What follows belongs to an exercise in optimizing a design on an open flow for small area, a short achievable clock period and few clock cycles per item; a production flow would make more cautious choices.
Function was not checked in any run shown here: the RTL went through the layout flow alone.

==> config.mk <==
export PLATFORM = sky130hd
export DESIGN_NAME = radix_string_to_integer_unit
export DESIGN_NICKNAME = radix_string_to_integer_unit
export VERILOG_FILES = /design/flow/design.v
export SDC_FILE = /design/flow/constraint.sdc
export NUM_CORES = 4
export LEC_CHECK = 0
export ABC_AREA = 1
export CAP_MARGIN = 20
export CORE_MARGIN = 2
export CORE_UTILIZATION = 60
export PLACE_DENSITY = 0.75
export SETUP_SLACK_MARGIN = 2.5
export SLEW_MARGIN = 20
==> constraint.sdc <==
create_clock -name core_clock -period 6.5 [get_ports {i_clk}]
set_input_delay 1.3000 -clock core_clock [delete_from_list [all_inputs] [get_ports {i_clk}]]
set_output_delay 1.3000 -clock core_clock [all_outputs]
set_load 0.01 [all_outputs]
==> design.v <==
package rsti_pkg;
    localparam int MAX_DIGITS = 16;
    localparam int IDX_W      = 4;
    localparam int CNT_W      = 5;
    localparam int VAL_W      = 64;
    localparam int LO_W       = 32;
    localparam int Q_DEPTH    = 2;
    localparam int Q_PTR_W    = 1;
    localparam int Q_CNT_W    = 2;
    localparam logic [7:0] CH_MINUS = 8'h2D;
    localparam logic [7:0] CH_PLUS  = 8'h2B;
    localparam logic [7:0] CH_SPACE = 8'h20;
    localparam logic [7:0] CH_LF    = 8'h0A;
    localparam logic [7:0] CH_TAB   = 8'h09;
    localparam logic [7:0] CH_CR    = 8'h0D;
    localparam logic [7:0] CH_VT    = 8'h0B;
    localparam logic [7:0] CH_FF    = 8'h0C;
    localparam logic [7:0] CH_NUL   = 8'h00;
    localparam logic [1:0] REG_RADIX       = 2'd0;
    localparam logic [1:0] REG_DIGIT_COUNT = 2'd1;
    localparam logic [1:0] REG_DIGITS_LOW  = 2'd2;
    localparam logic [1:0] REG_DIGITS_HIGH = 2'd3;
    localparam logic [4:0]  RST_RADIX       = 5'd10;
    localparam logic [4:0]  RST_DIGIT_COUNT = 5'd10;
    localparam logic [63:0] RST_DIGITS_LOW  = 64'h3736_3534_3332_3130;
    localparam logic [63:0] RST_DIGITS_HIGH = 64'h0000_0000_0000_3938;
    typedef enum logic [1:0] {
        PH_WS   = 2'd0,
        PH_SIGN = 2'd1,
        PH_DIG  = 2'd2,
        PH_DONE = 2'd3
    } t_phase;
    typedef struct packed {
        logic             first;
        logic             space;
        logic             minus;
        logic             plus;
        logic             hit;
        logic [3:0]       idx;
    } t_tok;
    function automatic logic [7:0] booth(input logic [4:0] r);
        logic one0, two0, neg0, one1, two1, neg1, one2, two2;
        one0 = r[0];
        two0 = r[1] && !r[0];
        neg0 = r[1];
        one1 = r[1] ^ r[2];
        two1 = (r[3:1] == 3'b011) || (r[3:1] == 3'b100);
        neg1 = r[3] && !(r[2] && r[1]);
        one2 = r[3] ^ r[4];
        two2 = r[3] && r[4];
        booth = {two2, one2, neg1, two1, one1, neg0, two0, one0};
    endfunction
endpackage
module rsti_front (
    input  logic                        i_clk,
    input  logic                        i_rst_n,
    input  logic                        i_valid,
    output logic                        o_ready,
    input  logic [7:0]                  i_ch,
    input  logic                        i_first,
    input  logic [rsti_pkg::CNT_W-1:0]  i_digit_count,
    input  logic [2*rsti_pkg::VAL_W-1:0] i_alphabet,
    output logic                        o_qvalid,
    output rsti_pkg::t_tok              o_qtok,
    input  logic                        i_qpop
);
    rsti_pkg::t_tok                     w_tok;
    rsti_pkg::t_tok                     r_tok;
    logic                               r_tvalid;
    logic [7:0]                         w_entry;
    logic                               w_big;
    logic                               w_nul;
    always_comb begin
        w_big       = i_digit_count[4];
        w_nul       = (i_ch == rsti_pkg::CH_NUL);
        w_tok.first = i_first;
        w_tok.space = (i_ch == rsti_pkg::CH_SPACE) || (i_ch == rsti_pkg::CH_LF) ||
                      (i_ch == rsti_pkg::CH_TAB) || (i_ch == rsti_pkg::CH_CR) ||
                      (i_ch == rsti_pkg::CH_VT) || (i_ch == rsti_pkg::CH_FF);
        w_tok.minus = (i_ch == rsti_pkg::CH_MINUS);
        w_tok.plus  = (i_ch == rsti_pkg::CH_PLUS);
        w_tok.hit   = 1'b0;
        w_tok.idx   = '0;
        w_entry     = '0;
        for (int k = rsti_pkg::MAX_DIGITS - 1; k >= 0; k--) begin
            w_entry = i_alphabet[8*k +: 8];
            if ((w_big || (4'(k) < i_digit_count[3:0])) && !w_nul && (w_entry == i_ch)) begin
                w_tok.hit = 1'b1;
                w_tok.idx = rsti_pkg::IDX_W'(k);
            end
        end
    end
    assign o_ready  = i_qpop;
    assign o_qvalid = r_tvalid;
    assign o_qtok   = r_tok;
    always_ff @(posedge i_clk) begin
        if (i_qpop) begin
            r_tok <= w_tok;
        end
    end
    always_ff @(posedge i_clk) begin
        if (!i_rst_n) begin
            r_tvalid <= 1'b0;
        end else if (i_qpop) begin
            r_tvalid <= i_valid;
        end
    end
endmodule
module rsti_back (
    input  logic                          i_clk,
    input  logic                          i_rst_n,
    input  logic                          i_qvalid,
    input  rsti_pkg::t_tok                i_qtok,
    output logic                          o_qpop,
    input  logic [7:0]                    i_booth,
    input  logic [7:0]                    i_booth_hi,
    input  logic [4:0]                    i_rm1,
    output logic                          o_valid,
    input  logic                          i_ready,
    output logic signed [rsti_pkg::VAL_W-1:0] o_value
);
    localparam int LO_W = rsti_pkg::LO_W;
    localparam int HI_W = rsti_pkg::VAL_W - LO_W;
    rsti_pkg::t_phase               r_phase;
    rsti_pkg::t_phase               n_phase;
    rsti_pkg::t_phase               w_ph;
    logic                           r_par;
    logic                           n_par;
    logic                           w_par;
    logic [LO_W-1:0]                r_lo;
    logic [HI_W-1:0]                r_hi;
    logic [LO_W-1:0]                w_lo_mac;
    logic                           w_lo_c;
    logic [4:0]                     w_lo_ca;
    logic [4:0]                     w_lo_cb;
    logic [4:0]                     w_carry;
    logic [HI_W-1:0]                w_hi_mac;
    logic [5:0]                     w_f;
    logic [LO_W-1:0]                w_lo_ld;
    logic [HI_W-1:0]                w_hi_ld;
    logic [4:0]                     r_ca;
    logic [4:0]                     r_cb;
    logic                           r_c;
    logic                           r_hmac;
    logic                           r_oval;
    logic                           w_run;
    logic                           w_pop;
    logic                           w_pre;
    logic                           w_emit;
    logic                           w_dig;
    logic                           w_rz;
    logic                           w_mac;
    logic                           w_load;
    logic                           w_lo_load;
    logic                           w_lo_step;
    logic                           w_lo_keep;
    logic                           w_hi_step;
    logic                           w_hi_keep;
    logic [LO_W-1:0]                w_lo_next;
    logic [HI_W-1:0]                w_hi_next;
    assign w_run   = !r_oval || i_ready;
    assign w_pop   = i_qvalid && w_run;
    assign o_qpop  = w_run;
    assign o_valid = r_oval;
    assign o_value = {r_hi, r_lo} ^ {rsti_pkg::VAL_W{r_par}};
    always_comb begin
        w_ph   = i_qtok.first ? rsti_pkg::PH_WS : r_phase;
        w_par  = i_qtok.first ? 1'b0 : r_par;
        w_pre  = (w_ph == rsti_pkg::PH_WS) || (w_ph == rsti_pkg::PH_SIGN);
        w_emit = 1'b0;
        w_dig  = 1'b0;
        n_phase = w_ph;
        n_par   = w_par;
        if (w_ph == rsti_pkg::PH_DONE) begin
            n_phase = rsti_pkg::PH_DONE;
        end else if ((w_ph == rsti_pkg::PH_WS) && i_qtok.space) begin
            n_phase = rsti_pkg::PH_WS;
        end else if (w_pre && i_qtok.minus) begin
            n_phase = rsti_pkg::PH_SIGN;
            n_par   = ~w_par;
        end else if (w_pre && i_qtok.plus) begin
            n_phase = rsti_pkg::PH_SIGN;
        end else if (i_qtok.hit) begin
            w_dig   = 1'b1;
            n_phase = rsti_pkg::PH_DIG;
        end else begin
            w_emit  = 1'b1;
            n_phase = rsti_pkg::PH_DONE;
        end
    end
    always_comb begin
        w_rz    = !(i_booth[0] || i_booth[1] || i_booth[3] || i_booth[4] ||
                    i_booth[6] || i_booth[7]);
        w_mac   = w_dig && !i_qtok.first && !w_rz;
        w_load  = i_qtok.first || (w_pre && i_qtok.minus) || (w_dig && w_rz);
        w_f     = 6'(i_qtok.idx) + (r_par ? 6'(i_rm1) : 6'd0);
        if (w_dig) begin
            w_lo_ld = w_par ? {{(LO_W-4){i_qtok.idx == '0}}, i_qtok.idx - 4'd1}
                            : LO_W'(i_qtok.idx);
            w_hi_ld = {HI_W{w_par && (i_qtok.idx == '0)}};
        end else begin
            w_lo_ld = {LO_W{n_par}};
            w_hi_ld = {HI_W{n_par}};
        end
    end
    rsti_mac_lo u_mac_lo (
        .i_v (r_lo),
        .i_b (i_booth),
        .i_f (w_f),
        .o_y (w_lo_mac),
        .o_c (w_lo_c),
        .o_ca (w_lo_ca),
        .o_cb (w_lo_cb)
    );
    assign w_carry = r_ca + r_cb + 5'(r_c);
    rsti_mac_hi u_mac_hi (
        .i_v (r_hi),
        .i_b (i_booth_hi),
        .i_c (w_carry),
        .o_y (w_hi_mac)
    );
    always_comb begin
        w_lo_load = w_pop && w_load;
        w_lo_step = w_pop && w_mac;
        w_lo_keep = !(w_lo_load || w_lo_step);
        w_hi_step = r_hmac && !w_lo_load;
        w_hi_keep = !(w_lo_load || w_hi_step);
        w_lo_next = ({LO_W{w_lo_load}} & w_lo_ld) | ({LO_W{w_lo_step}} & w_lo_mac) |
                    ({LO_W{w_lo_keep}} & r_lo);
        w_hi_next = ({HI_W{w_lo_load}} & w_hi_ld) | ({HI_W{w_hi_step}} & w_hi_mac) |
                    ({HI_W{w_hi_keep}} & r_hi);
    end
    always_ff @(posedge i_clk) begin
        r_lo <= w_lo_next;
        r_hi <= w_hi_next;
        r_ca <= w_lo_ca;
        r_cb <= w_lo_cb;
        r_c  <= w_lo_c;
    end
    always_ff @(posedge i_clk) begin
        if (!i_rst_n) begin
            r_phase <= rsti_pkg::PH_DONE;
            r_par   <= 1'b0;
            r_oval  <= 1'b0;
            r_hmac  <= 1'b0;
        end else begin
            if (w_pop && w_emit) begin
                r_oval <= 1'b1;
            end else if (i_ready) begin
                r_oval <= 1'b0;
            end
            if (w_pop) begin
                r_phase <= n_phase;
                r_par   <= n_par;
            end
            r_hmac <= w_pop && w_mac;
        end
    end
endmodule
module rsti_mac_lo (
    input  logic [31:0] i_v,
    input  logic [7:0] i_b,
    input  logic [5:0] i_f,
    output logic [31:0] o_y,
    output logic o_c,
    output logic [4:0] o_ca,
    output logic [4:0] o_cb
);
    logic t0;
    logic t1;
    logic t2;
    logic t3;
    logic t4;
    logic t5;
    logic t6;
    logic t7;
    logic t8;
    logic t9;
    logic t10;
    logic t11;
    logic t12;
    logic t13;
    logic t14;
    logic t15;
    logic t16;
    logic t17;
    logic t18;
    logic t19;
    logic t20;
    logic t21;
    logic t22;
    logic t23;
    logic t24;
    logic t25;
    logic t26;
    logic t27;
    logic t28;
    logic t29;
    logic t30;
    logic t31;
    logic t32;
    logic t33;
    logic t34;
    logic t35;
    logic t36;
    logic t37;
    logic t38;
    logic t39;
    logic t40;
    logic t41;
    logic t42;
    logic t43;
    logic t44;
    logic t45;
    logic t46;
    logic t47;
    logic t48;
    logic t49;
    logic t50;
    logic t51;
    logic t52;
    logic t53;
    logic t54;
    logic t55;
    logic t56;
    logic t57;
    logic t58;
    logic t59;
    logic t60;
    logic t61;
    logic t62;
    logic t63;
    logic t64;
    logic t65;
    logic t66;
    logic t67;
    logic t68;
    logic t69;
    logic t70;
    logic t71;
    logic t72;
    logic t73;
    logic t74;
    logic t75;
    logic t76;
    logic t77;
    logic t78;
    logic t79;
    logic t80;
    logic t81;
    logic t82;
    logic t83;
    logic t84;
    logic t85;
    logic t86;
    logic t87;
    logic t88;
    logic t89;
    logic t90;
    logic t91;
    logic t92;
    logic t93;
    logic t94;
    logic t95;
    logic t96;
    logic t97;
    logic t98;
    logic t99;
    logic t100;
    logic t101;
    logic t102;
    logic t103;
    logic t104;
    logic t105;
    logic t106;
    logic t107;
    logic t108;
    logic t109;
    logic t110;
    logic t111;
    logic t112;
    logic t113;
    logic t114;
    logic t115;
    logic t116;
    logic t117;
    logic t118;
    logic t119;
    logic t120;
    logic t121;
    logic t122;
    logic t123;
    logic t124;
    logic t125;
    logic t126;
    logic t127;
    logic t128;
    logic t129;
    logic t130;
    logic t131;
    logic t132;
    logic t133;
    logic t134;
    logic t135;
    logic t136;
    logic t137;
    logic t138;
    logic t139;
    logic t140;
    logic t141;
    logic t142;
    logic t143;
    logic t144;
    logic t145;
    logic t146;
    logic t147;
    logic t148;
    logic t149;
    logic t150;
    logic t151;
    logic t152;
    logic t153;
    logic t154;
    logic t155;
    logic t156;
    logic t157;
    logic t158;
    logic t159;
    logic t160;
    logic t161;
    logic t162;
    logic t163;
    logic t164;
    logic t165;
    logic t166;
    logic t167;
    logic t168;
    logic t169;
    logic t170;
    logic t171;
    logic t172;
    logic t173;
    logic t174;
    logic t175;
    logic t176;
    logic t177;
    logic t178;
    logic t179;
    logic t180;
    logic t181;
    logic t182;
    logic t183;
    logic t184;
    logic t185;
    logic t186;
    logic t187;
    logic t188;
    logic t189;
    logic t190;
    logic t191;
    logic t192;
    logic t193;
    logic t194;
    logic t195;
    logic t196;
    logic t197;
    logic t198;
    logic t199;
    logic t200;
    logic t201;
    logic t202;
    logic t203;
    logic t204;
    logic t205;
    logic t206;
    logic t207;
    logic t208;
    logic t209;
    logic t210;
    logic t211;
    logic t212;
    logic t213;
    logic t214;
    logic t215;
    logic t216;
    logic t217;
    logic t218;
    logic t219;
    logic t220;
    logic t221;
    logic t222;
    logic t223;
    logic t224;
    logic t225;
    logic t226;
    logic t227;
    logic t228;
    logic t229;
    logic t230;
    logic t231;
    logic t232;
    logic t233;
    logic t234;
    logic t235;
    logic t236;
    logic t237;
    logic t238;
    logic t239;
    logic t240;
    logic t241;
    logic t242;
    assign t0 = ((i_b[0] & i_v[0])) ^ i_b[2];
    assign t1 = ((i_b[0] & i_v[1]) | (i_b[1] & i_v[0])) ^ i_b[2];
    assign t2 = ((i_b[0] & i_v[2]) | (i_b[1] & i_v[1])) ^ i_b[2];
    assign t3 = ((i_b[0] & i_v[3]) | (i_b[1] & i_v[2])) ^ i_b[2];
    assign t4 = ((i_b[0] & i_v[4]) | (i_b[1] & i_v[3])) ^ i_b[2];
    assign t5 = ((i_b[0] & i_v[5]) | (i_b[1] & i_v[4])) ^ i_b[2];
    assign t6 = ((i_b[0] & i_v[6]) | (i_b[1] & i_v[5])) ^ i_b[2];
    assign t7 = ((i_b[0] & i_v[7]) | (i_b[1] & i_v[6])) ^ i_b[2];
    assign t8 = ((i_b[0] & i_v[8]) | (i_b[1] & i_v[7])) ^ i_b[2];
    assign t9 = ((i_b[0] & i_v[9]) | (i_b[1] & i_v[8])) ^ i_b[2];
    assign t10 = ((i_b[0] & i_v[10]) | (i_b[1] & i_v[9])) ^ i_b[2];
    assign t11 = ((i_b[0] & i_v[11]) | (i_b[1] & i_v[10])) ^ i_b[2];
    assign t12 = ((i_b[0] & i_v[12]) | (i_b[1] & i_v[11])) ^ i_b[2];
    assign t13 = ((i_b[0] & i_v[13]) | (i_b[1] & i_v[12])) ^ i_b[2];
    assign t14 = ((i_b[0] & i_v[14]) | (i_b[1] & i_v[13])) ^ i_b[2];
    assign t15 = ((i_b[0] & i_v[15]) | (i_b[1] & i_v[14])) ^ i_b[2];
    assign t16 = ((i_b[0] & i_v[16]) | (i_b[1] & i_v[15])) ^ i_b[2];
    assign t17 = ((i_b[0] & i_v[17]) | (i_b[1] & i_v[16])) ^ i_b[2];
    assign t18 = ((i_b[0] & i_v[18]) | (i_b[1] & i_v[17])) ^ i_b[2];
    assign t19 = ((i_b[0] & i_v[19]) | (i_b[1] & i_v[18])) ^ i_b[2];
    assign t20 = ((i_b[0] & i_v[20]) | (i_b[1] & i_v[19])) ^ i_b[2];
    assign t21 = ((i_b[0] & i_v[21]) | (i_b[1] & i_v[20])) ^ i_b[2];
    assign t22 = ((i_b[0] & i_v[22]) | (i_b[1] & i_v[21])) ^ i_b[2];
    assign t23 = ((i_b[0] & i_v[23]) | (i_b[1] & i_v[22])) ^ i_b[2];
    assign t24 = ((i_b[0] & i_v[24]) | (i_b[1] & i_v[23])) ^ i_b[2];
    assign t25 = ((i_b[0] & i_v[25]) | (i_b[1] & i_v[24])) ^ i_b[2];
    assign t26 = ((i_b[0] & i_v[26]) | (i_b[1] & i_v[25])) ^ i_b[2];
    assign t27 = ((i_b[0] & i_v[27]) | (i_b[1] & i_v[26])) ^ i_b[2];
    assign t28 = ((i_b[0] & i_v[28]) | (i_b[1] & i_v[27])) ^ i_b[2];
    assign t29 = ((i_b[0] & i_v[29]) | (i_b[1] & i_v[28])) ^ i_b[2];
    assign t30 = ((i_b[0] & i_v[30]) | (i_b[1] & i_v[29])) ^ i_b[2];
    assign t31 = ((i_b[0] & i_v[31]) | (i_b[1] & i_v[30])) ^ i_b[2];
    assign t32 = ((i_b[1] & i_v[31])) ^ i_b[2];
    assign t33 = ((i_b[3] & i_v[0])) ^ i_b[5];
    assign t34 = ((i_b[3] & i_v[1]) | (i_b[4] & i_v[0])) ^ i_b[5];
    assign t35 = ((i_b[3] & i_v[2]) | (i_b[4] & i_v[1])) ^ i_b[5];
    assign t36 = ((i_b[3] & i_v[3]) | (i_b[4] & i_v[2])) ^ i_b[5];
    assign t37 = ((i_b[3] & i_v[4]) | (i_b[4] & i_v[3])) ^ i_b[5];
    assign t38 = ((i_b[3] & i_v[5]) | (i_b[4] & i_v[4])) ^ i_b[5];
    assign t39 = ((i_b[3] & i_v[6]) | (i_b[4] & i_v[5])) ^ i_b[5];
    assign t40 = ((i_b[3] & i_v[7]) | (i_b[4] & i_v[6])) ^ i_b[5];
    assign t41 = ((i_b[3] & i_v[8]) | (i_b[4] & i_v[7])) ^ i_b[5];
    assign t42 = ((i_b[3] & i_v[9]) | (i_b[4] & i_v[8])) ^ i_b[5];
    assign t43 = ((i_b[3] & i_v[10]) | (i_b[4] & i_v[9])) ^ i_b[5];
    assign t44 = ((i_b[3] & i_v[11]) | (i_b[4] & i_v[10])) ^ i_b[5];
    assign t45 = ((i_b[3] & i_v[12]) | (i_b[4] & i_v[11])) ^ i_b[5];
    assign t46 = ((i_b[3] & i_v[13]) | (i_b[4] & i_v[12])) ^ i_b[5];
    assign t47 = ((i_b[3] & i_v[14]) | (i_b[4] & i_v[13])) ^ i_b[5];
    assign t48 = ((i_b[3] & i_v[15]) | (i_b[4] & i_v[14])) ^ i_b[5];
    assign t49 = ((i_b[3] & i_v[16]) | (i_b[4] & i_v[15])) ^ i_b[5];
    assign t50 = ((i_b[3] & i_v[17]) | (i_b[4] & i_v[16])) ^ i_b[5];
    assign t51 = ((i_b[3] & i_v[18]) | (i_b[4] & i_v[17])) ^ i_b[5];
    assign t52 = ((i_b[3] & i_v[19]) | (i_b[4] & i_v[18])) ^ i_b[5];
    assign t53 = ((i_b[3] & i_v[20]) | (i_b[4] & i_v[19])) ^ i_b[5];
    assign t54 = ((i_b[3] & i_v[21]) | (i_b[4] & i_v[20])) ^ i_b[5];
    assign t55 = ((i_b[3] & i_v[22]) | (i_b[4] & i_v[21])) ^ i_b[5];
    assign t56 = ((i_b[3] & i_v[23]) | (i_b[4] & i_v[22])) ^ i_b[5];
    assign t57 = ((i_b[3] & i_v[24]) | (i_b[4] & i_v[23])) ^ i_b[5];
    assign t58 = ((i_b[3] & i_v[25]) | (i_b[4] & i_v[24])) ^ i_b[5];
    assign t59 = ((i_b[3] & i_v[26]) | (i_b[4] & i_v[25])) ^ i_b[5];
    assign t60 = ((i_b[3] & i_v[27]) | (i_b[4] & i_v[26])) ^ i_b[5];
    assign t61 = ((i_b[3] & i_v[28]) | (i_b[4] & i_v[27])) ^ i_b[5];
    assign t62 = ((i_b[3] & i_v[29]) | (i_b[4] & i_v[28])) ^ i_b[5];
    assign t63 = ((i_b[3] & i_v[30]) | (i_b[4] & i_v[29])) ^ i_b[5];
    assign t64 = ((i_b[3] & i_v[31]) | (i_b[4] & i_v[30])) ^ i_b[5];
    assign t65 = ((i_b[4] & i_v[31])) ^ i_b[5];
    assign t66 = (i_b[6] & i_v[0]);
    assign t67 = (i_b[6] & i_v[1]) | (i_b[7] & i_v[0]);
    assign t68 = (i_b[6] & i_v[2]) | (i_b[7] & i_v[1]);
    assign t69 = (i_b[6] & i_v[3]) | (i_b[7] & i_v[2]);
    assign t70 = (i_b[6] & i_v[4]) | (i_b[7] & i_v[3]);
    assign t71 = (i_b[6] & i_v[5]) | (i_b[7] & i_v[4]);
    assign t72 = (i_b[6] & i_v[6]) | (i_b[7] & i_v[5]);
    assign t73 = (i_b[6] & i_v[7]) | (i_b[7] & i_v[6]);
    assign t74 = (i_b[6] & i_v[8]) | (i_b[7] & i_v[7]);
    assign t75 = (i_b[6] & i_v[9]) | (i_b[7] & i_v[8]);
    assign t76 = (i_b[6] & i_v[10]) | (i_b[7] & i_v[9]);
    assign t77 = (i_b[6] & i_v[11]) | (i_b[7] & i_v[10]);
    assign t78 = (i_b[6] & i_v[12]) | (i_b[7] & i_v[11]);
    assign t79 = (i_b[6] & i_v[13]) | (i_b[7] & i_v[12]);
    assign t80 = (i_b[6] & i_v[14]) | (i_b[7] & i_v[13]);
    assign t81 = (i_b[6] & i_v[15]) | (i_b[7] & i_v[14]);
    assign t82 = (i_b[6] & i_v[16]) | (i_b[7] & i_v[15]);
    assign t83 = (i_b[6] & i_v[17]) | (i_b[7] & i_v[16]);
    assign t84 = (i_b[6] & i_v[18]) | (i_b[7] & i_v[17]);
    assign t85 = (i_b[6] & i_v[19]) | (i_b[7] & i_v[18]);
    assign t86 = (i_b[6] & i_v[20]) | (i_b[7] & i_v[19]);
    assign t87 = (i_b[6] & i_v[21]) | (i_b[7] & i_v[20]);
    assign t88 = (i_b[6] & i_v[22]) | (i_b[7] & i_v[21]);
    assign t89 = (i_b[6] & i_v[23]) | (i_b[7] & i_v[22]);
    assign t90 = (i_b[6] & i_v[24]) | (i_b[7] & i_v[23]);
    assign t91 = (i_b[6] & i_v[25]) | (i_b[7] & i_v[24]);
    assign t92 = (i_b[6] & i_v[26]) | (i_b[7] & i_v[25]);
    assign t93 = (i_b[6] & i_v[27]) | (i_b[7] & i_v[26]);
    assign t94 = (i_b[6] & i_v[28]) | (i_b[7] & i_v[27]);
    assign t95 = (i_b[6] & i_v[29]) | (i_b[7] & i_v[28]);
    assign t96 = (i_b[6] & i_v[30]) | (i_b[7] & i_v[29]);
    assign t97 = (i_b[6] & i_v[31]) | (i_b[7] & i_v[30]);
    assign t98 = (i_b[7] & i_v[31]);
    assign t99 = t2 ^ t33;
    assign t100 = t2 & t33;
    assign t101 = t3 ^ t34;
    assign t102 = t3 & t34;
    assign t103 = t4 ^ t35 ^ t66;
    assign t104 = (t4 & t35) | (t4 & t66) | (t35 & t66);
    assign t105 = t5 ^ t36 ^ t67;
    assign t106 = (t5 & t36) | (t5 & t67) | (t36 & t67);
    assign t107 = t6 ^ t37;
    assign t108 = t6 & t37;
    assign t109 = t7 ^ t38;
    assign t110 = t7 & t38;
    assign t111 = t8 ^ t39;
    assign t112 = t8 & t39;
    assign t113 = t9 ^ t40;
    assign t114 = t9 & t40;
    assign t115 = t10 ^ t41;
    assign t116 = t10 & t41;
    assign t117 = t11 ^ t42;
    assign t118 = t11 & t42;
    assign t119 = t12 ^ t43;
    assign t120 = t12 & t43;
    assign t121 = t13 ^ t44;
    assign t122 = t13 & t44;
    assign t123 = t14 ^ t45;
    assign t124 = t14 & t45;
    assign t125 = t15 ^ t46;
    assign t126 = t15 & t46;
    assign t127 = t16 ^ t47;
    assign t128 = t16 & t47;
    assign t129 = t17 ^ t48;
    assign t130 = t17 & t48;
    assign t131 = t18 ^ t49;
    assign t132 = t18 & t49;
    assign t133 = t19 ^ t50;
    assign t134 = t19 & t50;
    assign t135 = t20 ^ t51;
    assign t136 = t20 & t51;
    assign t137 = t21 ^ t52;
    assign t138 = t21 & t52;
    assign t139 = t22 ^ t53;
    assign t140 = t22 & t53;
    assign t141 = t23 ^ t54;
    assign t142 = t23 & t54;
    assign t143 = t24 ^ t55;
    assign t144 = t24 & t55;
    assign t145 = t25 ^ t56;
    assign t146 = t25 & t56;
    assign t147 = t26 ^ t57;
    assign t148 = t26 & t57;
    assign t149 = t27 ^ t58;
    assign t150 = t27 & t58;
    assign t151 = t28 ^ t59;
    assign t152 = t28 & t59;
    assign t153 = t29 ^ t60;
    assign t154 = t29 & t60;
    assign t155 = t30 ^ t61;
    assign t156 = t30 & t61;
    assign t157 = t31 ^ t62;
    assign t158 = t31 & t62;
    assign t159 = t32 ^ t63;
    assign t160 = t32 & t63;
    assign t161 = i_b[2] ^ t64;
    assign t162 = i_b[2] & t64;
    assign t163 = i_b[2] ^ t65;
    assign t164 = i_b[2] & t65;
    assign t165 = i_b[2] ^ i_b[5];
    assign t166 = i_b[2] & i_b[5];
    assign t167 = i_b[2] ^ i_b[5];
    assign t168 = i_b[2] & i_b[5];
    assign t169 = t0 ^ i_b[2];
    assign t170 = t0 & i_b[2];
    assign t171 = t1 ^ i_f[1];
    assign t172 = t1 & i_f[1];
    assign t173 = t99 ^ i_b[5] ^ i_f[2];
    assign t174 = (t99 & i_b[5]) | (t99 & i_f[2]) | (i_b[5] & i_f[2]);
    assign t175 = t100 ^ t101 ^ i_f[3];
    assign t176 = (t100 & t101) | (t100 & i_f[3]) | (t101 & i_f[3]);
    assign t177 = t102 ^ t103 ^ i_f[4];
    assign t178 = (t102 & t103) | (t102 & i_f[4]) | (t103 & i_f[4]);
    assign t179 = t104 ^ t105 ^ i_f[5];
    assign t180 = (t104 & t105) | (t104 & i_f[5]) | (t105 & i_f[5]);
    assign t181 = t106 ^ t107 ^ t68;
    assign t182 = (t106 & t107) | (t106 & t68) | (t107 & t68);
    assign t183 = t108 ^ t109 ^ t69;
    assign t184 = (t108 & t109) | (t108 & t69) | (t109 & t69);
    assign t185 = t110 ^ t111 ^ t70;
    assign t186 = (t110 & t111) | (t110 & t70) | (t111 & t70);
    assign t187 = t112 ^ t113 ^ t71;
    assign t188 = (t112 & t113) | (t112 & t71) | (t113 & t71);
    assign t189 = t114 ^ t115 ^ t72;
    assign t190 = (t114 & t115) | (t114 & t72) | (t115 & t72);
    assign t191 = t116 ^ t117 ^ t73;
    assign t192 = (t116 & t117) | (t116 & t73) | (t117 & t73);
    assign t193 = t118 ^ t119 ^ t74;
    assign t194 = (t118 & t119) | (t118 & t74) | (t119 & t74);
    assign t195 = t120 ^ t121 ^ t75;
    assign t196 = (t120 & t121) | (t120 & t75) | (t121 & t75);
    assign t197 = t122 ^ t123 ^ t76;
    assign t198 = (t122 & t123) | (t122 & t76) | (t123 & t76);
    assign t199 = t124 ^ t125 ^ t77;
    assign t200 = (t124 & t125) | (t124 & t77) | (t125 & t77);
    assign t201 = t126 ^ t127 ^ t78;
    assign t202 = (t126 & t127) | (t126 & t78) | (t127 & t78);
    assign t203 = t128 ^ t129 ^ t79;
    assign t204 = (t128 & t129) | (t128 & t79) | (t129 & t79);
    assign t205 = t130 ^ t131 ^ t80;
    assign t206 = (t130 & t131) | (t130 & t80) | (t131 & t80);
    assign t207 = t132 ^ t133 ^ t81;
    assign t208 = (t132 & t133) | (t132 & t81) | (t133 & t81);
    assign t209 = t134 ^ t135 ^ t82;
    assign t210 = (t134 & t135) | (t134 & t82) | (t135 & t82);
    assign t211 = t136 ^ t137 ^ t83;
    assign t212 = (t136 & t137) | (t136 & t83) | (t137 & t83);
    assign t213 = t138 ^ t139 ^ t84;
    assign t214 = (t138 & t139) | (t138 & t84) | (t139 & t84);
    assign t215 = t140 ^ t141 ^ t85;
    assign t216 = (t140 & t141) | (t140 & t85) | (t141 & t85);
    assign t217 = t142 ^ t143 ^ t86;
    assign t218 = (t142 & t143) | (t142 & t86) | (t143 & t86);
    assign t219 = t144 ^ t145 ^ t87;
    assign t220 = (t144 & t145) | (t144 & t87) | (t145 & t87);
    assign t221 = t146 ^ t147 ^ t88;
    assign t222 = (t146 & t147) | (t146 & t88) | (t147 & t88);
    assign t223 = t148 ^ t149 ^ t89;
    assign t224 = (t148 & t149) | (t148 & t89) | (t149 & t89);
    assign t225 = t150 ^ t151 ^ t90;
    assign t226 = (t150 & t151) | (t150 & t90) | (t151 & t90);
    assign t227 = t152 ^ t153 ^ t91;
    assign t228 = (t152 & t153) | (t152 & t91) | (t153 & t91);
    assign t229 = t154 ^ t155 ^ t92;
    assign t230 = (t154 & t155) | (t154 & t92) | (t155 & t92);
    assign t231 = t156 ^ t157 ^ t93;
    assign t232 = (t156 & t157) | (t156 & t93) | (t157 & t93);
    assign t233 = t158 ^ t159 ^ t94;
    assign t234 = (t158 & t159) | (t158 & t94) | (t159 & t94);
    assign t235 = t160 ^ t161 ^ t95;
    assign t236 = (t160 & t161) | (t160 & t95) | (t161 & t95);
    assign t237 = t162 ^ t163 ^ t96;
    assign t238 = (t162 & t163) | (t162 & t96) | (t163 & t96);
    assign t239 = t164 ^ t165 ^ t97;
    assign t240 = (t164 & t165) | (t164 & t97) | (t165 & t97);
    assign t241 = t166 ^ t167 ^ t98;
    assign t242 = (t166 & t167) | (t166 & t98) | (t167 & t98);
    assign {o_c, o_y} = {1'b0, t230, t228, t226, t224, t222, t220, t218, t216, t214, t212, t210, t208, t206, t204, t202, t200, t198, t196, t194, t192, t190, t188, t186, t184, t182, t180, t178, t176, t174, t172, t170, t169} + {1'b0, t231, t229, t227, t225, t223, t221, t219, t217, t215, t213, t211, t209, t207, t205, t203, t201, t199, t197, t195, t193, t191, t189, t187, t185, t183, t181, t179, t177, t175, t173, t171, i_f[0]};
    assign o_ca = {t240, t238, t236, t234, t232};
    assign o_cb = {t241, t239, t237, t235, t233};
endmodule
module rsti_mac_hi (
    input  logic [31:0] i_v,
    input  logic [7:0] i_b,
    input  logic [4:0] i_c,
    output logic [31:0] o_y
);
    logic t0;
    logic t1;
    logic t2;
    logic t3;
    logic t4;
    logic t5;
    logic t6;
    logic t7;
    logic t8;
    logic t9;
    logic t10;
    logic t11;
    logic t12;
    logic t13;
    logic t14;
    logic t15;
    logic t16;
    logic t17;
    logic t18;
    logic t19;
    logic t20;
    logic t21;
    logic t22;
    logic t23;
    logic t24;
    logic t25;
    logic t26;
    logic t27;
    logic t28;
    logic t29;
    logic t30;
    logic t31;
    logic t32;
    logic t33;
    logic t34;
    logic t35;
    logic t36;
    logic t37;
    logic t38;
    logic t39;
    logic t40;
    logic t41;
    logic t42;
    logic t43;
    logic t44;
    logic t45;
    logic t46;
    logic t47;
    logic t48;
    logic t49;
    logic t50;
    logic t51;
    logic t52;
    logic t53;
    logic t54;
    logic t55;
    logic t56;
    logic t57;
    logic t58;
    logic t59;
    logic t60;
    logic t61;
    logic t62;
    logic t63;
    logic t64;
    logic t65;
    logic t66;
    logic t67;
    logic t68;
    logic t69;
    logic t70;
    logic t71;
    logic t72;
    logic t73;
    logic t74;
    logic t75;
    logic t76;
    logic t77;
    logic t78;
    logic t79;
    logic t80;
    logic t81;
    logic t82;
    logic t83;
    logic t84;
    logic t85;
    logic t86;
    logic t87;
    logic t88;
    logic t89;
    logic t90;
    logic t91;
    logic t92;
    logic t93;
    logic t94;
    logic t95;
    logic t96;
    logic t97;
    logic t98;
    logic t99;
    logic t100;
    logic t101;
    logic t102;
    logic t103;
    logic t104;
    logic t105;
    logic t106;
    logic t107;
    logic t108;
    logic t109;
    logic t110;
    logic t111;
    logic t112;
    logic t113;
    logic t114;
    logic t115;
    logic t116;
    logic t117;
    logic t118;
    logic t119;
    logic t120;
    logic t121;
    logic t122;
    logic t123;
    logic t124;
    logic t125;
    logic t126;
    logic t127;
    logic t128;
    logic t129;
    logic t130;
    logic t131;
    logic t132;
    logic t133;
    logic t134;
    logic t135;
    logic t136;
    logic t137;
    logic t138;
    logic t139;
    logic t140;
    logic t141;
    logic t142;
    logic t143;
    logic t144;
    logic t145;
    logic t146;
    logic t147;
    logic t148;
    logic t149;
    logic t150;
    logic t151;
    logic t152;
    logic t153;
    logic t154;
    logic t155;
    logic t156;
    logic t157;
    logic t158;
    logic t159;
    logic t160;
    logic t161;
    logic t162;
    logic t163;
    logic t164;
    logic t165;
    logic t166;
    logic t167;
    logic t168;
    logic t169;
    logic t170;
    logic t171;
    logic t172;
    logic t173;
    logic t174;
    logic t175;
    logic t176;
    logic t177;
    logic t178;
    logic t179;
    logic t180;
    logic t181;
    logic t182;
    logic t183;
    logic t184;
    logic t185;
    logic t186;
    logic t187;
    logic t188;
    logic t189;
    logic t190;
    logic t191;
    logic t192;
    logic t193;
    logic t194;
    logic t195;
    logic t196;
    logic t197;
    logic t198;
    logic t199;
    logic t200;
    logic t201;
    logic t202;
    logic t203;
    logic t204;
    logic t205;
    logic t206;
    logic t207;
    logic t208;
    logic t209;
    logic t210;
    logic t211;
    logic t212;
    logic t213;
    assign t0 = ((i_b[0] & i_v[0])) ^ i_b[2];
    assign t1 = ((i_b[0] & i_v[1]) | (i_b[1] & i_v[0])) ^ i_b[2];
    assign t2 = ((i_b[0] & i_v[2]) | (i_b[1] & i_v[1])) ^ i_b[2];
    assign t3 = ((i_b[0] & i_v[3]) | (i_b[1] & i_v[2])) ^ i_b[2];
    assign t4 = ((i_b[0] & i_v[4]) | (i_b[1] & i_v[3])) ^ i_b[2];
    assign t5 = ((i_b[0] & i_v[5]) | (i_b[1] & i_v[4])) ^ i_b[2];
    assign t6 = ((i_b[0] & i_v[6]) | (i_b[1] & i_v[5])) ^ i_b[2];
    assign t7 = ((i_b[0] & i_v[7]) | (i_b[1] & i_v[6])) ^ i_b[2];
    assign t8 = ((i_b[0] & i_v[8]) | (i_b[1] & i_v[7])) ^ i_b[2];
    assign t9 = ((i_b[0] & i_v[9]) | (i_b[1] & i_v[8])) ^ i_b[2];
    assign t10 = ((i_b[0] & i_v[10]) | (i_b[1] & i_v[9])) ^ i_b[2];
    assign t11 = ((i_b[0] & i_v[11]) | (i_b[1] & i_v[10])) ^ i_b[2];
    assign t12 = ((i_b[0] & i_v[12]) | (i_b[1] & i_v[11])) ^ i_b[2];
    assign t13 = ((i_b[0] & i_v[13]) | (i_b[1] & i_v[12])) ^ i_b[2];
    assign t14 = ((i_b[0] & i_v[14]) | (i_b[1] & i_v[13])) ^ i_b[2];
    assign t15 = ((i_b[0] & i_v[15]) | (i_b[1] & i_v[14])) ^ i_b[2];
    assign t16 = ((i_b[0] & i_v[16]) | (i_b[1] & i_v[15])) ^ i_b[2];
    assign t17 = ((i_b[0] & i_v[17]) | (i_b[1] & i_v[16])) ^ i_b[2];
    assign t18 = ((i_b[0] & i_v[18]) | (i_b[1] & i_v[17])) ^ i_b[2];
    assign t19 = ((i_b[0] & i_v[19]) | (i_b[1] & i_v[18])) ^ i_b[2];
    assign t20 = ((i_b[0] & i_v[20]) | (i_b[1] & i_v[19])) ^ i_b[2];
    assign t21 = ((i_b[0] & i_v[21]) | (i_b[1] & i_v[20])) ^ i_b[2];
    assign t22 = ((i_b[0] & i_v[22]) | (i_b[1] & i_v[21])) ^ i_b[2];
    assign t23 = ((i_b[0] & i_v[23]) | (i_b[1] & i_v[22])) ^ i_b[2];
    assign t24 = ((i_b[0] & i_v[24]) | (i_b[1] & i_v[23])) ^ i_b[2];
    assign t25 = ((i_b[0] & i_v[25]) | (i_b[1] & i_v[24])) ^ i_b[2];
    assign t26 = ((i_b[0] & i_v[26]) | (i_b[1] & i_v[25])) ^ i_b[2];
    assign t27 = ((i_b[0] & i_v[27]) | (i_b[1] & i_v[26])) ^ i_b[2];
    assign t28 = ((i_b[0] & i_v[28]) | (i_b[1] & i_v[27])) ^ i_b[2];
    assign t29 = ((i_b[0] & i_v[29]) | (i_b[1] & i_v[28])) ^ i_b[2];
    assign t30 = ((i_b[0] & i_v[30]) | (i_b[1] & i_v[29])) ^ i_b[2];
    assign t31 = ((i_b[0] & i_v[31]) | (i_b[1] & i_v[30])) ^ i_b[2];
    assign t32 = ((i_b[3] & i_v[0])) ^ i_b[5];
    assign t33 = ((i_b[3] & i_v[1]) | (i_b[4] & i_v[0])) ^ i_b[5];
    assign t34 = ((i_b[3] & i_v[2]) | (i_b[4] & i_v[1])) ^ i_b[5];
    assign t35 = ((i_b[3] & i_v[3]) | (i_b[4] & i_v[2])) ^ i_b[5];
    assign t36 = ((i_b[3] & i_v[4]) | (i_b[4] & i_v[3])) ^ i_b[5];
    assign t37 = ((i_b[3] & i_v[5]) | (i_b[4] & i_v[4])) ^ i_b[5];
    assign t38 = ((i_b[3] & i_v[6]) | (i_b[4] & i_v[5])) ^ i_b[5];
    assign t39 = ((i_b[3] & i_v[7]) | (i_b[4] & i_v[6])) ^ i_b[5];
    assign t40 = ((i_b[3] & i_v[8]) | (i_b[4] & i_v[7])) ^ i_b[5];
    assign t41 = ((i_b[3] & i_v[9]) | (i_b[4] & i_v[8])) ^ i_b[5];
    assign t42 = ((i_b[3] & i_v[10]) | (i_b[4] & i_v[9])) ^ i_b[5];
    assign t43 = ((i_b[3] & i_v[11]) | (i_b[4] & i_v[10])) ^ i_b[5];
    assign t44 = ((i_b[3] & i_v[12]) | (i_b[4] & i_v[11])) ^ i_b[5];
    assign t45 = ((i_b[3] & i_v[13]) | (i_b[4] & i_v[12])) ^ i_b[5];
    assign t46 = ((i_b[3] & i_v[14]) | (i_b[4] & i_v[13])) ^ i_b[5];
    assign t47 = ((i_b[3] & i_v[15]) | (i_b[4] & i_v[14])) ^ i_b[5];
    assign t48 = ((i_b[3] & i_v[16]) | (i_b[4] & i_v[15])) ^ i_b[5];
    assign t49 = ((i_b[3] & i_v[17]) | (i_b[4] & i_v[16])) ^ i_b[5];
    assign t50 = ((i_b[3] & i_v[18]) | (i_b[4] & i_v[17])) ^ i_b[5];
    assign t51 = ((i_b[3] & i_v[19]) | (i_b[4] & i_v[18])) ^ i_b[5];
    assign t52 = ((i_b[3] & i_v[20]) | (i_b[4] & i_v[19])) ^ i_b[5];
    assign t53 = ((i_b[3] & i_v[21]) | (i_b[4] & i_v[20])) ^ i_b[5];
    assign t54 = ((i_b[3] & i_v[22]) | (i_b[4] & i_v[21])) ^ i_b[5];
    assign t55 = ((i_b[3] & i_v[23]) | (i_b[4] & i_v[22])) ^ i_b[5];
    assign t56 = ((i_b[3] & i_v[24]) | (i_b[4] & i_v[23])) ^ i_b[5];
    assign t57 = ((i_b[3] & i_v[25]) | (i_b[4] & i_v[24])) ^ i_b[5];
    assign t58 = ((i_b[3] & i_v[26]) | (i_b[4] & i_v[25])) ^ i_b[5];
    assign t59 = ((i_b[3] & i_v[27]) | (i_b[4] & i_v[26])) ^ i_b[5];
    assign t60 = ((i_b[3] & i_v[28]) | (i_b[4] & i_v[27])) ^ i_b[5];
    assign t61 = ((i_b[3] & i_v[29]) | (i_b[4] & i_v[28])) ^ i_b[5];
    assign t62 = (i_b[6] & i_v[0]);
    assign t63 = (i_b[6] & i_v[1]) | (i_b[7] & i_v[0]);
    assign t64 = (i_b[6] & i_v[2]) | (i_b[7] & i_v[1]);
    assign t65 = (i_b[6] & i_v[3]) | (i_b[7] & i_v[2]);
    assign t66 = (i_b[6] & i_v[4]) | (i_b[7] & i_v[3]);
    assign t67 = (i_b[6] & i_v[5]) | (i_b[7] & i_v[4]);
    assign t68 = (i_b[6] & i_v[6]) | (i_b[7] & i_v[5]);
    assign t69 = (i_b[6] & i_v[7]) | (i_b[7] & i_v[6]);
    assign t70 = (i_b[6] & i_v[8]) | (i_b[7] & i_v[7]);
    assign t71 = (i_b[6] & i_v[9]) | (i_b[7] & i_v[8]);
    assign t72 = (i_b[6] & i_v[10]) | (i_b[7] & i_v[9]);
    assign t73 = (i_b[6] & i_v[11]) | (i_b[7] & i_v[10]);
    assign t74 = (i_b[6] & i_v[12]) | (i_b[7] & i_v[11]);
    assign t75 = (i_b[6] & i_v[13]) | (i_b[7] & i_v[12]);
    assign t76 = (i_b[6] & i_v[14]) | (i_b[7] & i_v[13]);
    assign t77 = (i_b[6] & i_v[15]) | (i_b[7] & i_v[14]);
    assign t78 = (i_b[6] & i_v[16]) | (i_b[7] & i_v[15]);
    assign t79 = (i_b[6] & i_v[17]) | (i_b[7] & i_v[16]);
    assign t80 = (i_b[6] & i_v[18]) | (i_b[7] & i_v[17]);
    assign t81 = (i_b[6] & i_v[19]) | (i_b[7] & i_v[18]);
    assign t82 = (i_b[6] & i_v[20]) | (i_b[7] & i_v[19]);
    assign t83 = (i_b[6] & i_v[21]) | (i_b[7] & i_v[20]);
    assign t84 = (i_b[6] & i_v[22]) | (i_b[7] & i_v[21]);
    assign t85 = (i_b[6] & i_v[23]) | (i_b[7] & i_v[22]);
    assign t86 = (i_b[6] & i_v[24]) | (i_b[7] & i_v[23]);
    assign t87 = (i_b[6] & i_v[25]) | (i_b[7] & i_v[24]);
    assign t88 = (i_b[6] & i_v[26]) | (i_b[7] & i_v[25]);
    assign t89 = (i_b[6] & i_v[27]) | (i_b[7] & i_v[26]);
    assign t90 = t2 ^ t32;
    assign t91 = t2 & t32;
    assign t92 = t3 ^ t33;
    assign t93 = t3 & t33;
    assign t94 = t4 ^ t34 ^ t62;
    assign t95 = (t4 & t34) | (t4 & t62) | (t34 & t62);
    assign t96 = t5 ^ t35;
    assign t97 = t5 & t35;
    assign t98 = t6 ^ t36;
    assign t99 = t6 & t36;
    assign t100 = t7 ^ t37;
    assign t101 = t7 & t37;
    assign t102 = t8 ^ t38;
    assign t103 = t8 & t38;
    assign t104 = t9 ^ t39;
    assign t105 = t9 & t39;
    assign t106 = t10 ^ t40;
    assign t107 = t10 & t40;
    assign t108 = t11 ^ t41;
    assign t109 = t11 & t41;
    assign t110 = t12 ^ t42;
    assign t111 = t12 & t42;
    assign t112 = t13 ^ t43;
    assign t113 = t13 & t43;
    assign t114 = t14 ^ t44;
    assign t115 = t14 & t44;
    assign t116 = t15 ^ t45;
    assign t117 = t15 & t45;
    assign t118 = t16 ^ t46;
    assign t119 = t16 & t46;
    assign t120 = t17 ^ t47;
    assign t121 = t17 & t47;
    assign t122 = t18 ^ t48;
    assign t123 = t18 & t48;
    assign t124 = t19 ^ t49;
    assign t125 = t19 & t49;
    assign t126 = t20 ^ t50;
    assign t127 = t20 & t50;
    assign t128 = t21 ^ t51;
    assign t129 = t21 & t51;
    assign t130 = t22 ^ t52;
    assign t131 = t22 & t52;
    assign t132 = t23 ^ t53;
    assign t133 = t23 & t53;
    assign t134 = t24 ^ t54;
    assign t135 = t24 & t54;
    assign t136 = t25 ^ t55;
    assign t137 = t25 & t55;
    assign t138 = t26 ^ t56;
    assign t139 = t26 & t56;
    assign t140 = t27 ^ t57;
    assign t141 = t27 & t57;
    assign t142 = t28 ^ t58;
    assign t143 = t28 & t58;
    assign t144 = t29 ^ t59;
    assign t145 = t29 & t59;
    assign t146 = t30 ^ t60;
    assign t147 = t30 & t60;
    assign t148 = t31 ^ t61;
    assign t149 = t31 & t61;
    assign t150 = t0 ^ i_b[2];
    assign t151 = t0 & i_b[2];
    assign t152 = t1 ^ i_c[1];
    assign t153 = t1 & i_c[1];
    assign t154 = t90 ^ i_b[5] ^ i_c[2];
    assign t155 = (t90 & i_b[5]) | (t90 & i_c[2]) | (i_b[5] & i_c[2]);
    assign t156 = t91 ^ t92 ^ i_c[3];
    assign t157 = (t91 & t92) | (t91 & i_c[3]) | (t92 & i_c[3]);
    assign t158 = t93 ^ t94 ^ i_c[4];
    assign t159 = (t93 & t94) | (t93 & i_c[4]) | (t94 & i_c[4]);
    assign t160 = t95 ^ t96 ^ t63;
    assign t161 = (t95 & t96) | (t95 & t63) | (t96 & t63);
    assign t162 = t97 ^ t98 ^ t64;
    assign t163 = (t97 & t98) | (t97 & t64) | (t98 & t64);
    assign t164 = t99 ^ t100 ^ t65;
    assign t165 = (t99 & t100) | (t99 & t65) | (t100 & t65);
    assign t166 = t101 ^ t102 ^ t66;
    assign t167 = (t101 & t102) | (t101 & t66) | (t102 & t66);
    assign t168 = t103 ^ t104 ^ t67;
    assign t169 = (t103 & t104) | (t103 & t67) | (t104 & t67);
    assign t170 = t105 ^ t106 ^ t68;
    assign t171 = (t105 & t106) | (t105 & t68) | (t106 & t68);
    assign t172 = t107 ^ t108 ^ t69;
    assign t173 = (t107 & t108) | (t107 & t69) | (t108 & t69);
    assign t174 = t109 ^ t110 ^ t70;
    assign t175 = (t109 & t110) | (t109 & t70) | (t110 & t70);
    assign t176 = t111 ^ t112 ^ t71;
    assign t177 = (t111 & t112) | (t111 & t71) | (t112 & t71);
    assign t178 = t113 ^ t114 ^ t72;
    assign t179 = (t113 & t114) | (t113 & t72) | (t114 & t72);
    assign t180 = t115 ^ t116 ^ t73;
    assign t181 = (t115 & t116) | (t115 & t73) | (t116 & t73);
    assign t182 = t117 ^ t118 ^ t74;
    assign t183 = (t117 & t118) | (t117 & t74) | (t118 & t74);
    assign t184 = t119 ^ t120 ^ t75;
    assign t185 = (t119 & t120) | (t119 & t75) | (t120 & t75);
    assign t186 = t121 ^ t122 ^ t76;
    assign t187 = (t121 & t122) | (t121 & t76) | (t122 & t76);
    assign t188 = t123 ^ t124 ^ t77;
    assign t189 = (t123 & t124) | (t123 & t77) | (t124 & t77);
    assign t190 = t125 ^ t126 ^ t78;
    assign t191 = (t125 & t126) | (t125 & t78) | (t126 & t78);
    assign t192 = t127 ^ t128 ^ t79;
    assign t193 = (t127 & t128) | (t127 & t79) | (t128 & t79);
    assign t194 = t129 ^ t130 ^ t80;
    assign t195 = (t129 & t130) | (t129 & t80) | (t130 & t80);
    assign t196 = t131 ^ t132 ^ t81;
    assign t197 = (t131 & t132) | (t131 & t81) | (t132 & t81);
    assign t198 = t133 ^ t134 ^ t82;
    assign t199 = (t133 & t134) | (t133 & t82) | (t134 & t82);
    assign t200 = t135 ^ t136 ^ t83;
    assign t201 = (t135 & t136) | (t135 & t83) | (t136 & t83);
    assign t202 = t137 ^ t138 ^ t84;
    assign t203 = (t137 & t138) | (t137 & t84) | (t138 & t84);
    assign t204 = t139 ^ t140 ^ t85;
    assign t205 = (t139 & t140) | (t139 & t85) | (t140 & t85);
    assign t206 = t141 ^ t142 ^ t86;
    assign t207 = (t141 & t142) | (t141 & t86) | (t142 & t86);
    assign t208 = t143 ^ t144 ^ t87;
    assign t209 = (t143 & t144) | (t143 & t87) | (t144 & t87);
    assign t210 = t145 ^ t146 ^ t88;
    assign t211 = (t145 & t146) | (t145 & t88) | (t146 & t88);
    assign t212 = t147 ^ t148 ^ t89;
    assign t213 = (t147 & t148) | (t147 & t89) | (t148 & t89);
    assign o_y = {t211, t209, t207, t205, t203, t201, t199, t197, t195, t193, t191, t189, t187, t185, t183, t181, t179, t177, t175, t173, t171, t169, t167, t165, t163, t161, t159, t157, t155, t153, t151, t150} + {t212, t210, t208, t206, t204, t202, t200, t198, t196, t194, t192, t190, t188, t186, t184, t182, t180, t178, t176, t174, t172, t170, t168, t166, t164, t162, t160, t158, t156, t154, t152, i_c[0]};
endmodule
module radix_string_to_integer_unit (
    input  logic                              i_clk,
    input  logic                              i_rst_n,
    input  logic                              i_valid,
    output logic                              o_ready,
    input  logic [7:0]                        i_ch,
    input  logic                              i_first,
    output logic                              o_valid,
    input  logic                              i_ready,
    output logic signed [rsti_pkg::VAL_W-1:0] o_value,
    input  logic                              i_cfg_we,
    input  logic [1:0]                        i_cfg_idx,
    input  logic [rsti_pkg::VAL_W-1:0]        i_cfg_data
);
    logic [7:0]                  r_booth;
    logic [7:0]                  r_booth_hn;
    logic [4:0]                  r_rm1;
    logic [rsti_pkg::CNT_W-1:0]  r_digit_count;
    logic [rsti_pkg::VAL_W-1:0]  r_digits_low;
    logic [rsti_pkg::VAL_W-1:0]  r_digits_high;
    logic                        w_qvalid;
    rsti_pkg::t_tok              w_qtok;
    logic                        w_qpop;
    always_ff @(posedge i_clk) begin
        if (!i_rst_n) begin
            r_booth       <= rsti_pkg::booth(rsti_pkg::RST_RADIX);
            r_booth_hn    <= ~rsti_pkg::booth(rsti_pkg::RST_RADIX);
            r_rm1         <= rsti_pkg::RST_RADIX - 5'd1;
            r_digit_count <= rsti_pkg::RST_DIGIT_COUNT;
            r_digits_low  <= rsti_pkg::RST_DIGITS_LOW;
            r_digits_high <= rsti_pkg::RST_DIGITS_HIGH;
        end else if (i_cfg_we) begin
            case (i_cfg_idx)
                rsti_pkg::REG_RADIX: begin
                    r_booth    <= rsti_pkg::booth(i_cfg_data[4:0]);
                    r_booth_hn <= ~rsti_pkg::booth(i_cfg_data[4:0]);
                    r_rm1   <= i_cfg_data[4:0] - 5'd1;
                end
                rsti_pkg::REG_DIGIT_COUNT: r_digit_count <= i_cfg_data[4:0];
                rsti_pkg::REG_DIGITS_LOW:  r_digits_low  <= i_cfg_data;
                rsti_pkg::REG_DIGITS_HIGH: r_digits_high <= i_cfg_data;
                default: begin
                end
            endcase
        end
    end
    rsti_front u_front (
        .i_clk         (i_clk),
        .i_rst_n       (i_rst_n),
        .i_valid       (i_valid),
        .o_ready       (o_ready),
        .i_ch          (i_ch),
        .i_first       (i_first),
        .i_digit_count (r_digit_count),
        .i_alphabet    ({r_digits_high, r_digits_low}),
        .o_qvalid      (w_qvalid),
        .o_qtok        (w_qtok),
        .i_qpop        (w_qpop)
    );
    rsti_back u_back (
        .i_clk    (i_clk),
        .i_rst_n  (i_rst_n),
        .i_qvalid (w_qvalid),
        .i_qtok   (w_qtok),
        .o_qpop   (w_qpop),
        .i_booth  (r_booth),
        .i_booth_hi (~r_booth_hn),
        .i_rm1    (r_rm1),
        .o_valid  (o_valid),
        .i_ready  (i_ready),
        .o_value  (o_value)
    );
endmodule
==> flow/run.sh <==
#!/bin/bash
# Own flow: the standard layout (standard.sh, unchanged synthesis), with
# two changes: every input and output port still gets its own buffer, but a
# plain sky130_fd_sc_hd__buf_1 rather than the delay cell buffer_ports picks
# by itself; and clock tree synthesis adds no dummy loads. standard.sh's
# output goes to standard.log; each ORFS step keeps its own log under
# orfs/logs/.
set -euo pipefail
bash standard.sh "BUFFER_PORTS_ARGS=-buffer_cell sky130_fd_sc_hd__buf_1" \
  "CTS_ARGS=-sink_clustering_enable -repair_clock_nets -dont_use_dummy_load" \
  finish > standard.log 2>&1
==> standard.sh <==
#!/bin/bash
# synth_recipe.tcl (not shown) runs the flow's synth.tcl, then flattens the netlist and writes it again
# the make line also repeats each setting of config.mk as NAME=value (left out here)
make -C /OpenROAD-flow-scripts/flow DESIGN_CONFIG=/design/flow/config.mk WORK_HOME=/design/flow/orfs CLKGATE_MAP_FILE= SYNTH_SCRIPT=/design/flow/synth_recipe.tcl "${@:-finish}"
==> impl_metrics.json, run 1 <==
{
  "status": "finished clean",
  "wl_per_cell_um": 18.88,
  "min_period_ps": 4000,
  "yosys_warnings": 3,
  "synth_top_area_share_pct": 24.10,
  "cts_root_buf": "clkbuf_16",
  "htreeDepth": 1,
  "floorplan.rows": 65,
  "rsz0062_at_grt": "yes",
  "synth-edff-count": 9,
  "fin_nets": 2981,
  "tightest_slew_ps": 1141,
  "core_area_mm2": 0.03172,
  "die_area_mm2": 0.03385,
  "drtIter0Drc": 1689,
  "yosysUniqueCellTypes": 52,
  "vias": 18946,
  "worstSetupPathType": "flip-flop to flip-flop",
  "numCtsBuffers": 28,
  "hpwl_um": 40280,
  "cp-start-kind": "flip-flop",
  "synth-seq-cells": 243,
  "final_hold_viol_count": 0,
  "cts_hold_buf": 0,
  "port_buffers": 145,
  "cap_violations": 0,
  "placedCellCount": 3026,
  "firstDrtPassIters": 6,
  "syn_area_mm2": 0.01943,
  "synth_commonest_cells": "378 x nand2_1, 251 x xor2_1, 250 x inv_1, 234 x dfxtp_1, 204 x nor2_1",
  "arrival_ps": 4400,
  "start_util_pct": 61.27,
  "ys.flop_type": "dfxtp_1",
  "fin_cells": 3093,
  "ys_top_cells_by_area": "dfxtp_1 24%, xor2_1 11%, ha_1 8.9%",
  "grt_overflow": 0,
  "cts_tree": "done",
  "endpoint_kind": "flip-flop",
  "finalSetupViolations": 0,
  "clkLatencyLatePin_ps": 560,
  "cp_max_fo": 16,
  "clockBufferDepth": 3,
  "setup-tns-final_ps": 0,
  "slew_headroom_pct": 23.55,
  "grt_pass1_wl_um": 91200,
  "path_clk_slew_ps": 60,
  "yosysMostFrequentCell": "nand2_1",
  "drv_slew": 0,
  "synthArstFlopShare_pct": 0,
  "antenna_left": 0,
  "drc": 0,
  "synth_cells": 2590,
  "drt_wl_total_um": 58410,
  "grt_pass1_vias": 17815,
  "antenna_found_initial": 1,
  "areaGrowthSynthToFinish_pct": 12.15,
  "skew_ps": 12.27,
  "clock_sinks": 243,
  "grt_usage_pct": 33.31,
  "yosysTopAreaCell": "dfxtp_1",
  "yosysSeqAreaShare_pct": 25.49,
  "viasPerCell": 6.125,
  "io_pins": 146,
  "grt_max_degree": 99,
  "chipWidth_um": 184.0,
  "fp.dieH_um": 184.0,
  "period_share_pct": 61.54,
  "required_ps": 6900,
  "clock.fmax_ghz": 0.2500,
  "place_congestion": 0.9447,
  "hold_path_class": "flip-flop to flip-flop",
  "drive_gt1_share_pct": 9.145,
  "syn_avg_cell_area_um2": 7.504,
  "syn-num-nets": 2879
}
==> cells by family (layout without fill, tap and decap cells) <==
group	Yosys count	count (layout)	synth area share [%]
buffers and inverters	396	496	7.816
xor gates and xnor gates	290	290	13.07
other	0	1	0
AOI/OAI and AO/OA	693	693	20.89
DFF	243	243	25.49
adders and majority gates	210	210	16.21
and+or+nand+nor	758	758	16.52
==> worst paths after layout <==
| kind | from | cells after the start | to | slack [ps] |
|---|---|---|---|---|
| setup reg to reg | r_booth_hn[3] | 17 | u_back.r_hi[31] | 2500 |
| hold reg to reg | r_digits_high[38] | 2 | r_digits_high[38] | 470 |
| setup / recovery | r_booth_hn[3] | 17 | u_back.r_hi[31] | 2500 |
| hold / removal | r_digits_high[38] | 2 | r_digits_high[38] | 470 |
==> critical path, cell delays in order (launching register included) <==
cell	delay [ps]
dfxtp_2	350
buf_12	160
o22ai_4	210
xor2_2	210
fa_1	470
fa_1	520
inv_1	60
ha_4	290
a21o_1	130
inv_1	50
o211ai_1	320
nand2_1	130
a31oi_2	250
nand2_1	140
nand2_2	140
a21oi_1	110
o21ai_0	190
nand3_1	90
==> placed cells by master, fill, tap and decap left out, types with 6 or more instances in the layout <==
cell / n
buf_4: 49
o21ai_2: 12
clkinvlp_4: 9
a21oi_1: 173
o21a_1: 7
a31oi_1: 9
dfxtp_4: 7
ha_1: 122
nand4_1: 26
nor3_1: 19
a21oi_2: 12
ha_4: 12
nand2_2: 19
o21bai_1: 6
o221ai_1: 21
fa_1: 68
nor4_1: 22
o21ai_0: 165
or2_2: 17
dfxtp_2: 8
buf_1: 144
o211ai_1: 47
o21ai_1: 26
o2111ai_1: 7
nand3_1: 72
o22ai_1: 171
a21o_1: 7
nand2_1: 361
nor2_1: 202
edfxtp_1: 9
clkbuf_16: 30
inv_2: 13
dfxtp_1: 219
xnor2_1: 37
inv_1: 237
xor2_1: 248
o22ai_2: 7
==> metrics by stage <==
| step | utilization (%) | instance area, um2 | worst slack [ps] | hold WS (ps) |
|---|---|---|---|---|
| global route | 68.71 | 21790 | 2315 | 488.0 |
| floorplan | - | 19440 | 2513 | 435.8 |
| detailed placement | 63.55 | 20160 | 1824 | 458.3 |
| CTS | 66.68 | 21150 | 2491 | 467.7 |
| finish | 68.72 | 21800 | 2500 | 466.9 |
| global placement | 63.55 | 20160 | 1907 | 449.6 |
==> metal layers <==
layer | track usage [%] | share of wire, % | up-vias
li1 | - | - | 9023
met1 | 44.77 | 43 | 8929
met2 | 54.23 | 46 | 827
met3 | 4.239 | 7.0 | 167
met4 | 13.76 | 4.0 | 0
met5 | 0 | 0 | -
==> state kept, by name, summed over array words and instances (netlist names) <==
register,count
r_digits_low,64
u_back.r_ca,5
r_digits_high,64
u_back.r_hi,32
u_back.r_lo,32
u_back.r_par,1
u_back.r_phase,2
u_back.r_oval,1
u_back.r_hmac,1
u_back.r_c,1
r_digit_count,5
r_booth_hn,8
u_back.r_cb,5
u_front.r_tok,9
r_booth,8
r_rm1,4
u_front.r_tvalid,1
==> layout make-up <==
type	instances	area, um2
diodes	1	2.502
clock buffers	28	700.7
well taps	402	503.0
fillers	2718	9921
repair buffers	204	1107
flip-flops and latches	243	4991
inverters	260	1001
repair inverters	4	30.03
multi-input cells	1951	13460
==> what timing repair did <==
item,CTS,global route
setup buffers,17,13
pin swaps,5,32
setup endpoints to repair,42,33
gates resized for setup,37,112
gates cloned,5,2
==> inputs of run 2 (changes only) <==
==> run.sh (new file) <==
#!/bin/bash
# synth_recipe.tcl (not shown) runs the flow's synth.tcl, then flattens the netlist and writes it again
# the make line also repeats each setting of config.mk as NAME=value (left out here)
make -C /OpenROAD-flow-scripts/flow DESIGN_CONFIG=/design/flow/config.mk WORK_HOME=/design/flow/orfs CLKGATE_MAP_FILE= SYNTH_SCRIPT=/design/flow/synth_recipe.tcl finish
--- a/config.mk
+++ b/config.mk
@@ -5,10 +5,9 @@
 export SDC_FILE = /design/flow/constraint.sdc
 export NUM_CORES = 4
 export LEC_CHECK = 0
-export ABC_AREA = 1
 export CAP_MARGIN = 20
 export CORE_MARGIN = 2
 export CORE_UTILIZATION = 60
 export PLACE_DENSITY = 0.75
-export SETUP_SLACK_MARGIN = 2.5
+export SETUP_SLACK_MARGIN = 2.4
 export SLEW_MARGIN = 20
removed: flow/run.sh
removed: standard.sh
==> run 2 against run 1 <==
  * Sequential share of layout area shrank 1.4 points
  * Clock skew grew 6.0 ps
  * Critical path type unchanged
  * Final cell count shrank 6.3%
==> impl_metrics.json, run 2 <==
{
  "clock_sinks": 243,
  "firstDrtPassIters": 6,
  "cts_tree": "done",
  "synth-edff-count": 9,
  "cp-start-kind": "flip-flop",
  "htreeDepth": 1,
  "antenna_found_initial": 1,
  "ys_top_cells_by_area": "dfxtp_1 24%, xnor2_1 10%, ha_1 8.7%",
  "port_buffers": 145,
  "yosysTopAreaCell": "dfxtp_1",
  "floorplan.rows": 66,
  "cts_root_buf": "clkbuf_16",
  "status": "finished clean",
  "grt_util_met1_pct": 39.76,
  "min_period_ps": 4239,
  "biggestRegsByFlops": "r_digits_high x64, r_digits_low x64",
  "grt-busiest-layer": "met2",
  "clock.fmax_ghz": 0.2359,
  "worstSetupPathType": "flip-flop to flip-flop",
  "hold_path_class": "flip-flop to flip-flop",
  "syn-num-nets": 2675,
  "arrival_ps": 4710,
  "final_common_cell": "nand2_1",
  "viasPerCell": 6.118,
  "finalSetupViolations": 0,
  "syn_area_mm2": 0.01992,
  "place_ws_ps": 1646,
  "place_congestion": 0.9530,
  "clkLatencyLatePin_ps": 590,
  "tightest_slew_ps": 946.3,
  "worst_slack_ps": 2261,
  "required_ps": 6970,
  "areaGrowthSynthToFinish_pct": 17.06,
  "rsz0062_at_grt": "yes",
  "drc": 0,
  "antenna_left": 0,
  "setup-tns-final_ps": 0,
  "synth_top_area_share_pct": 23.52,
  "use_met2_pct": 54.20,
  "numCtsBuffers": 29,
  "path_clk_slew_ps": 60,
  "io_pins": 146,
  "synth-xor-area-share_pct": 17.11,
  "gr-usage-met3_pct": 3.952,
  "grt_overflow": 0,
  "ys.flop_type": "dfxtp_1",
  "drive_gt1_share_pct": 10.09,
  "period_share_pct": 65.21,
  "grt_usage_pct": 31.19,
  "yosysMostFrequentCell": "nand2_1",
  "synth_top_family_by_area": "compound AO/OA/AOI/OAI gates",
  "syn_avg_cell_area_um2": 8.347,
  "fin_area_mm2": 0.02331,
  "synth_fa_ha_area_share_pct": 15.77,
  "chipWidth_um": 186.2,
  "drt_wl_total_um": 55410,
  "synth_cells": 2386,
  "die_area_mm2": 0.03466,
  "synthMuxAreaShare_pct": 1.062,
  "grt_pass1_vias": 17006,
  "cap_violations": 0,
  "endpoint_kind": "flip-flop",
  "final_util_pct": 71.47,
  "placed_cell_area_mm2": 0.02137
}
run 2: cell count changes in the layout (fill, tap and decap cells not counted), sizes merged, moves of 91 or more:
cell           before  now
nor2              207   66
o21ai             205   91
xnor2              39  227
clkdlybuf4s50       0  142
inv               251   86
a21oi             185   87
o22ai             180   89
buf               200   69
a21boi              4  101
run 2: what timing repair did:
item / in CTS / in global routing
gates resized for setup: 61 / 86
hold buffers: 0 / 0
cloned: 1 / 0
buffers inserted: 20 / 14
setup endpoints to repair: 48 / 34
pin swaps: 28 / 58
run 2: cell families after synthesis:
family	after synthesis
and+or+nand+nor	634
AOI/OAI and AO/OA	609
xor gates and xnor gates	389
buffers and inverters	281
DFF	243
adders and majority gates	209
muxes	21
run 2: cell type report:
type	count	area, um2	share of cell area [%]
Multi-Input combinational cell	1862	14310	61.39
Sequential cell	243	5001	21.45
Timing Repair Buffer	214	2067	8.866
Clock buffer	40	858.3	3.682
Tap cell	442	553.0	2.372
Inverter	84	315.3	1.352
Clock inverter	14	207.7	0.8909
run 2: routing by layer:
layer | wire, um | vias to the layer above
met4 | 2017 | 2
met5 | 13 | -
met1 | 22820 | 8524
met2 | 27030 | 692
li1 | - | 8371
met3 | 3526 | 147
run 2: critical path, cell delays in order, from the launching register on:
cell      delay, ps
dfxtp_4         350
buf_12          130
buf_4           130
o22ai_1         210
xor2_1          230
fa_1            450
fa_1            540
inv_2            50
ha_4            250
buf_6           120
a21oi_2         130
nand2_1          70
o211ai_1        260
o211a_1         350
o21a_4          210
o21ai_4          80
a211oi_2        270
xor2_1          180
o21ai_1          90
run 2: path summary, 6_finish.rpt:
path | from | slack [ps] | cells past startpoint | endpoint
worst max register to register | r_booth_hn[0] | 2260 | 18 | u_back.r_hi[27]
worst min-delay path | r_digits_high[61] | 480 | 2 | r_digits_high[61]
worst max-delay path | r_booth_hn[0] | 2260 | 18 | u_back.r_hi[27]
worst min register to register | r_digits_high[61] | 480 | 2 | r_digits_high[61]
run 2: per-stage QoR:
step                std cells
finish                   2899
global route             2899
CTS                      2885
detailed placement       2810
global placement         2810
floorplan                2386

==> separate check: timing with driven ports <==
Ports are ideal in the flow. The routed layouts listed here were re-timed in OpenROAD. Step 1: set_driving_cell puts a clkbuf_16 on i_clk and a buf_2 on each other input, an assumption about the parent block. Step 2 moves the port delays by t, midway between the first and last clock arrival at a register: inputs arrive t later, outputs are due t later. That takes back most of the time a late clock gives input paths. a / b / c = no drivers / after step 1 / after step 2; a / b = the first two.
run	t (ns)	setup slack, ns	slew at the worst register clock pin (ns)	pins driven straight from the clock port
run 1	0.611	2.500 / 2.500 / 2.440	0.06 / 0.06	1
run 2	0.635	2.261 / 2.261 / 2.080	0.06 / 0.06	1
After both steps setup and hold are still met in every run listed. The setup slack of run 2, which loses most, moves by 0.000 ns with the drivers and by -0.181 ns with both steps.
